From an optimization exercise on the open Yosys and OpenROAD flow, aimed at small area; shortcuts taken in it are not production practice. The RTL was checked by simulation tests, not by an equivalence proof against the original design. No activity file was given, so power comes from the tool's default toggle rates.

==> job 851 <==
==> flow/design.v <==
`timescale 1ns/1ps
package game_pkg;
    localparam int ring_slots = 96;    
    localparam int word_bits  = 6;
    localparam int big_slots  = 4;     
endpackage
`timescale 1ns/1ps
`timescale 1ns/1ps
`timescale 1ns/1ps
`timescale 1ns/1ps
`timescale 1ns/1ps
module game_top (
    input  logic        clock,
    input  logic        reset,
    input  logic        keyboard_ready,
    input  logic [2:0]  keyboard_data,
    output logic        key_read_fin,
    input  logic        psel,
    input  logic        penable,
    input  logic        pwrite,
    input  logic [11:0] paddr,
    input  logic [31:0] pwdata,
    output logic [31:0] prdata,
    output logic        pready,
    output logic        pslverr
);
    localparam int N  = game_pkg::ring_slots;
    localparam int WB = game_pkg::word_bits;
    localparam int NB = game_pkg::big_slots;
    localparam logic [2:0] S_IDLE  = 3'd0;
    localparam logic [2:0] S_SPACE = 3'd1;    
    localparam logic [2:0] S_RTGT  = 3'd2;    
    localparam logic [2:0] S_WSRC  = 3'd3;    
    localparam logic [2:0] S_WTGT  = 3'd4;    
    logic [N*WB-1:0] ring;           
    logic [WB-1:0]   head_word;
    logic [WB-1:0]   back_word;      
    logic [3:0]      hh, hv;         
    logic [6:0]      head_idx;
    logic            filling;
    assign head_word = ring[WB-1:0];
    assign head_idx  = {hv, 3'b000} + {2'b00, hv, 1'b0} + {3'b000, hh};
    always_ff @(posedge clock) begin
        ring <= {back_word, ring[N*WB-1:WB]};
    end
    always_ff @(posedge clock) begin
        if (reset) begin
            hh      <= 4'd0;
            hv      <= 4'd0;
            filling <= 1'b1;
        end else begin
            if (hv == 4'd4 && hh == 4'd9) begin    
                hh <= 4'd4;
                hv <= 4'd5;
            end else if (hh == 4'd9) begin
                hh <= 4'd0;
                hv <= (hv == 4'd9) ? 4'd0 : hv + 4'd1;
                if (hv == 4'd9) filling <= 1'b0;
            end else begin
                hh <= hh + 4'd1;
            end
        end
    end
    logic [NB-1:0] b_val;
    logic [6:0]    b_idx [NB];
    logic [NB-1:0] b_hi;             
    logic [NB-1:0] b_match;
    logic [NB-1:0] b_free;           
    logic          b_full;
    logic [1:0]    head_hi;
    logic [6:0]    head_t;
    always_comb begin
        head_hi = 2'b00;
        for (int k = 0; k < NB; k++) begin
            b_match[k] = b_val[k] && (b_idx[k] == head_idx);
            if (b_match[k]) head_hi = {b_hi[k], !b_hi[k]};
        end
        b_full = 1'b1;
        for (int k = 0; k < NB; k++) begin
            b_free[k] = !b_val[k] && b_full;
            b_full    = b_full && b_val[k];
        end
    end
    assign head_t = {head_hi, head_word[4:0]};
    logic [2:0] state;
    logic [3:0] cur_h, cur_v;
    logic       mv;              
    logic       half;            
    logic       player;          
    logic [1:0] dir;             
    logic [6:0] mv_t;            
    logic       accept;
    logic [1:0] dsel;
    logic [3:0] tgt_h, tgt_v;
    logic       on_board;
    logic       at_src, at_tgt;
    logic [6:0] moved;
    logic [6:0] kept;
    assign accept = (state == S_IDLE) && !filling && keyboard_ready && !key_read_fin;
    assign dsel   = (state == S_IDLE) ? keyboard_data[1:0] : dir;
    assign tgt_h = cur_h + ((dsel == 2'd1) ? 4'hf : {3'b000, dsel == 2'd3});
    assign tgt_v = cur_v + ((dsel == 2'd0) ? 4'hf : {3'b000, dsel == 2'd2});
    always_comb begin
        case (dsel)
            2'd0:    on_board = (cur_v != 4'd0);
            2'd1:    on_board = (cur_h != 4'd0);
            2'd2:    on_board = (cur_v != 4'd9);
            default: on_board = (cur_h != 4'd9);
        endcase
    end
    assign at_src = (hh == cur_h) && (hv == cur_v);
    assign at_tgt = (hh == tgt_h) && (hv == tgt_v);
    assign moved  = half ? {1'b0, head_t[6:1]} : head_t - 7'd1;
    assign kept   = half ? {1'b0, head_t[6:1]} + {6'd0, head_t[0]} : 7'd1;    
    always_comb begin
        back_word = head_word;
        if (filling) begin
            if (hh == 4'd2 && hv == 4'd3)      back_word = {1'b0, 5'h17};    
            else if (hh == 4'd8 && hv == 4'd7) back_word = {1'b1, 5'h19};    
            else                               back_word = '0;
        end else if (state == S_WSRC && at_src) begin
            back_word = {player, kept[4:0]};
        end else if (state == S_WTGT && at_tgt) begin
            back_word = {player, mv_t[4:0]};
        end
    end
    always_ff @(posedge clock) begin
        if (reset) begin
            b_val    <= 4'b0011;
            b_idx[0] <= 7'd32;
            b_hi[0]  <= 1'b1;
            b_idx[1] <= 7'd78;
            b_hi[1]  <= 1'b1;
        end else if (state == S_WSRC && at_src) begin
            for (int k = 0; k < NB; k++) begin
                if (b_match[k]) begin    
                    b_val[k] <= kept[5];
                    b_hi[k]  <= 1'b0;
                end
            end
        end else if (state == S_WTGT && at_tgt && mv_t[6:5] != 2'b00) begin
            for (int k = 0; k < NB; k++) begin
                if (b_free[k]) begin
                    b_val[k] <= 1'b1;
                    b_idx[k] <= head_idx;
                    b_hi[k]  <= mv_t[6];
                end
            end
        end
    end
    always_ff @(posedge clock) begin
        if (reset) begin
            state        <= S_IDLE;
            key_read_fin <= 1'b0;
            cur_h        <= 4'd0;
            cur_v        <= 4'd0;
            mv           <= 1'b0;
            half         <= 1'b0;
            player       <= 1'b0;
        end else begin
            key_read_fin <= accept;
            case (state)
                S_IDLE: begin
                    dir <= keyboard_data[1:0];
                    if (accept) begin
                        if (!keyboard_data[2]) begin
                            if (on_board) begin
                                if (!mv) begin
                                    cur_h <= tgt_h;
                                    cur_v <= tgt_v;
                                end else if (!(tgt_v == 4'd5 && tgt_h <= 4'd3)) begin
                                    state <= S_RTGT;    
                                end
                            end
                        end else if (keyboard_data[1:0] == 2'd0) begin    
                            if (mv) begin
                                mv   <= 1'b0;
                                half <= 1'b0;
                            end else if (!(cur_v == 4'd5 && cur_h <= 4'd3)) begin
                                state <= S_SPACE;    
                            end
                        end else if (keyboard_data[1:0] == 2'd1) begin    
                            if (mv) half <= !half;
                        end
                    end
                end
                S_SPACE: begin
                    if (at_src) begin
                        if (head_t[6:1] != 6'd0 && head_word[5] == player) begin
                            mv   <= 1'b1;
                            half <= 1'b0;
                        end
                        state <= S_IDLE;
                    end
                end
                S_RTGT: begin
                    if (at_tgt) state <= (head_t == 7'd0) ? S_WSRC : S_IDLE;
                end
                S_WSRC: begin
                    if (at_src) begin
                        mv_t  <= moved;
                        state <= S_WTGT;
                    end
                end
                default: begin    
                    if (at_tgt) begin
                        state  <= S_IDLE;
                        player <= !player;
                        mv     <= 1'b0;
                        half   <= 1'b0;
                        cur_h  <= player ? 4'd2 : 4'd8;
                        cur_v  <= player ? 4'd3 : 4'd7;
                    end
                end
            endcase
        end
    end
    logic access;
    logic cell_rd, status_rd, err;
    logic mount, city, crown;
    assign access    = psel && penable;
    assign cell_rd   = !pwrite && (paddr < 12'd100);
    assign status_rd = !pwrite && (paddr == 12'h100);
    assign err       = !cell_rd && !status_rd;
    assign mount     = (paddr[6:0] >= 7'd50) && (paddr[6:0] <= 7'd53);
    assign crown     = (paddr[6:0] == 7'd32) || (paddr[6:0] == 7'd78);
    assign city      = (paddr[6:0] == 7'd26) || (paddr[6:0] == 7'd84);
    assign pready  = access && (!cell_rd || (!filling && (mount || paddr[6:0] == head_idx)));
    assign pslverr = access && err;
    always_comb begin
        prdata = '0;
        if (status_rd) begin
            prdata[3:0]   = cur_h;
            prdata[7:4]   = cur_v;
            prdata[9:8]   = {mv, half};
            prdata[12:10] = {1'b0, player, !player};
            prdata[16]    = (state == S_IDLE);
        end else if (mount) begin
            prdata[10:9] = 2'd1;
        end else begin
            prdata[13:11] = (head_t == 7'd0) ? 3'd0 : {1'b0, head_word[5], !head_word[5]};
            prdata[10:9]  = crown ? 2'd2 : city ? 2'd3 : 2'd0;
            prdata[6:0]   = (head_t == 7'd0 && city) ? 7'h43 : head_t;
        end
    end
endmodule
==> flow/flow/run.sh <==
#!/bin/bash
# The standard layout with three changes that only affect how the cells are chosen:
#  - synthesis maps the logic with an area-only ABC script (flow/abc_area.script);
#    registers, their names and cell types are those of the standard synthesis;
#  - the clock tree uses large clusters of clkbuf_16 and no dummy loads;
#  - the port buffers are buf_1.
# Each tool's output goes to standard.log (make) in this folder.
set -euo pipefail
W=$PWD
{
  echo "proc abc {args} {"
  echo "  set i [lsearch -exact \$args -script]"
  echo "  set args [lreplace \$args \$i [expr {\$i + 1}] -script $W/flow/abc_area.script]"
  echo "  yosys abc {*}\$args"
  echo "}"
  cat synth_recipe.tcl
} > area_synth.tcl
sed "s|SYNTH_SCRIPT=[^ ]*|SYNTH_SCRIPT=$W/area_synth.tcl|" standard.sh > area_standard.sh
export CTS_ARGS="-sink_clustering_enable -repair_clock_nets -buf_list sky130_fd_sc_hd__clkbuf_16 -sink_clustering_size 32 -sink_clustering_max_diameter 50 -dont_use_dummy_load"
export BUFFER_PORTS_ARGS="-buffer_cell sky130_fd_sc_hd__buf_1"
bash area_standard.sh > standard.log 2>&1
==> flow/flow/abc_area.script <==
strash
dch
map -a
mfs2
strash
dch
map -a
mfs2
strash
dch
map -a
topo
==> flow/standard.sh <==
#!/bin/bash
# synth_recipe.tcl (not shown) runs the flow's synth.tcl, then flattens the netlist and writes it again
# the make line also repeats each setting of config.mk as NAME=value (left out here)
make -C /OpenROAD-flow-scripts/flow DESIGN_CONFIG=/design/flow/config.mk WORK_HOME=/design/flow/orfs CLKGATE_MAP_FILE= SYNTH_SCRIPT=/design/flow/synth_recipe.tcl "${@:-finish}"
==> flow/config.mk <==
export PLATFORM = sky130hd
export DESIGN_NAME = game_top
export DESIGN_NICKNAME = game_top
export VERILOG_FILES = /design/flow/design.v
export SDC_FILE = /design/flow/constraint.sdc
export NUM_CORES = 4
export LEC_CHECK = 0
export ABC_AREA = 1
export CAP_MARGIN = 20
export CORE_MARGIN = 2
export CORE_UTILIZATION = 65
export SLEW_MARGIN = 20
==> flow/constraint.sdc <==
create_clock -name core_clock -period 10.0 [get_ports {clock}]
set_input_delay 2.0000 -clock core_clock [delete_from_list [all_inputs] [get_ports {clock}]]
set_output_delay 2.0000 -clock core_clock [all_outputs]
set_load 0.01 [all_outputs]
==> job 980: changes against job 851 <==
==> flow/run.sh (new file) <==
#!/bin/bash
# synth_recipe.tcl (not shown) runs the flow's synth.tcl, then flattens the netlist and writes it again
# the make line also repeats each setting of config.mk as NAME=value (left out here)
make -C /OpenROAD-flow-scripts/flow DESIGN_CONFIG=/design/flow/config.mk WORK_HOME=/design/flow/orfs CLKGATE_MAP_FILE= SYNTH_SCRIPT=/design/flow/synth_recipe.tcl finish
Settings changed: CTS_BUF_LIST set to sky130_fd_sc_hd__clkbuf_4, CTS_CLUSTER_DIAMETER set to 40, CTS_CLUSTER_SIZE set to 12.
removed: flow/flow/run.sh
removed: flow/flow/abc_area.script
removed: flow/standard.sh
==> qor summary <==
item	job 980	job 851
Number of global-route vias before repair	8,423	7,534
Total internal power	3.02 mW	3.15 mW
Run status	no timing/DRC/antenna violations	no timing/DRC/antenna violations
Final non-filler cell total	1,784	1,581
Final setup margin	2.96 ns	2.03 ns
Area used by multi-input combinational logic	3090 sq um	2610 sq um
Number of design-rule violations left by the first detailed-router iteration	561	623
Reg power frac	68.0%	66.7%
Vias after detailed routing	8,659	7,808
Initial core utilization	66.5%	66.3%
WL/cell	13.8 um	14.6 um
Die Y-Extent	165 um	162 um
Slowest stage cell, crit path	sky130_fd_sc_hd__fa_1	sky130_fd_sc_hd__o21ai_0
Detailed-route vias per instance	4.85	4.94

## afterwards: timing with drivers on the ports
The results above use ideal ports. As a check the final layouts listed here were re-extracted and re-timed, cells and wires unchanged.
Step 1: set_driving_cell puts a clkbuf_16 on clock and a buf_2 on each other input, an assumption about the parent block.
Step 2 also shifts input and output timing later by t, the mid clock arrival at the registers, as if the neighbouring blocks saw the same clock.
a / b / c = ideal / step 1 / step 2; a / b = the first two.
run	t (ns)	setup WS [ns]	slew at the worst register clock pin (ns)	worst slew at a driven data input, ns	pins driven straight from the clock port
job 851	0.601	2.026 / 1.978 / 2.579	0.11 / 0.11	0.04	1
job 980	0.708	2.965 / 2.920 / 3.535	0.12 / 0.12	0.04	1
After both steps every run listed still meets setup and hold.
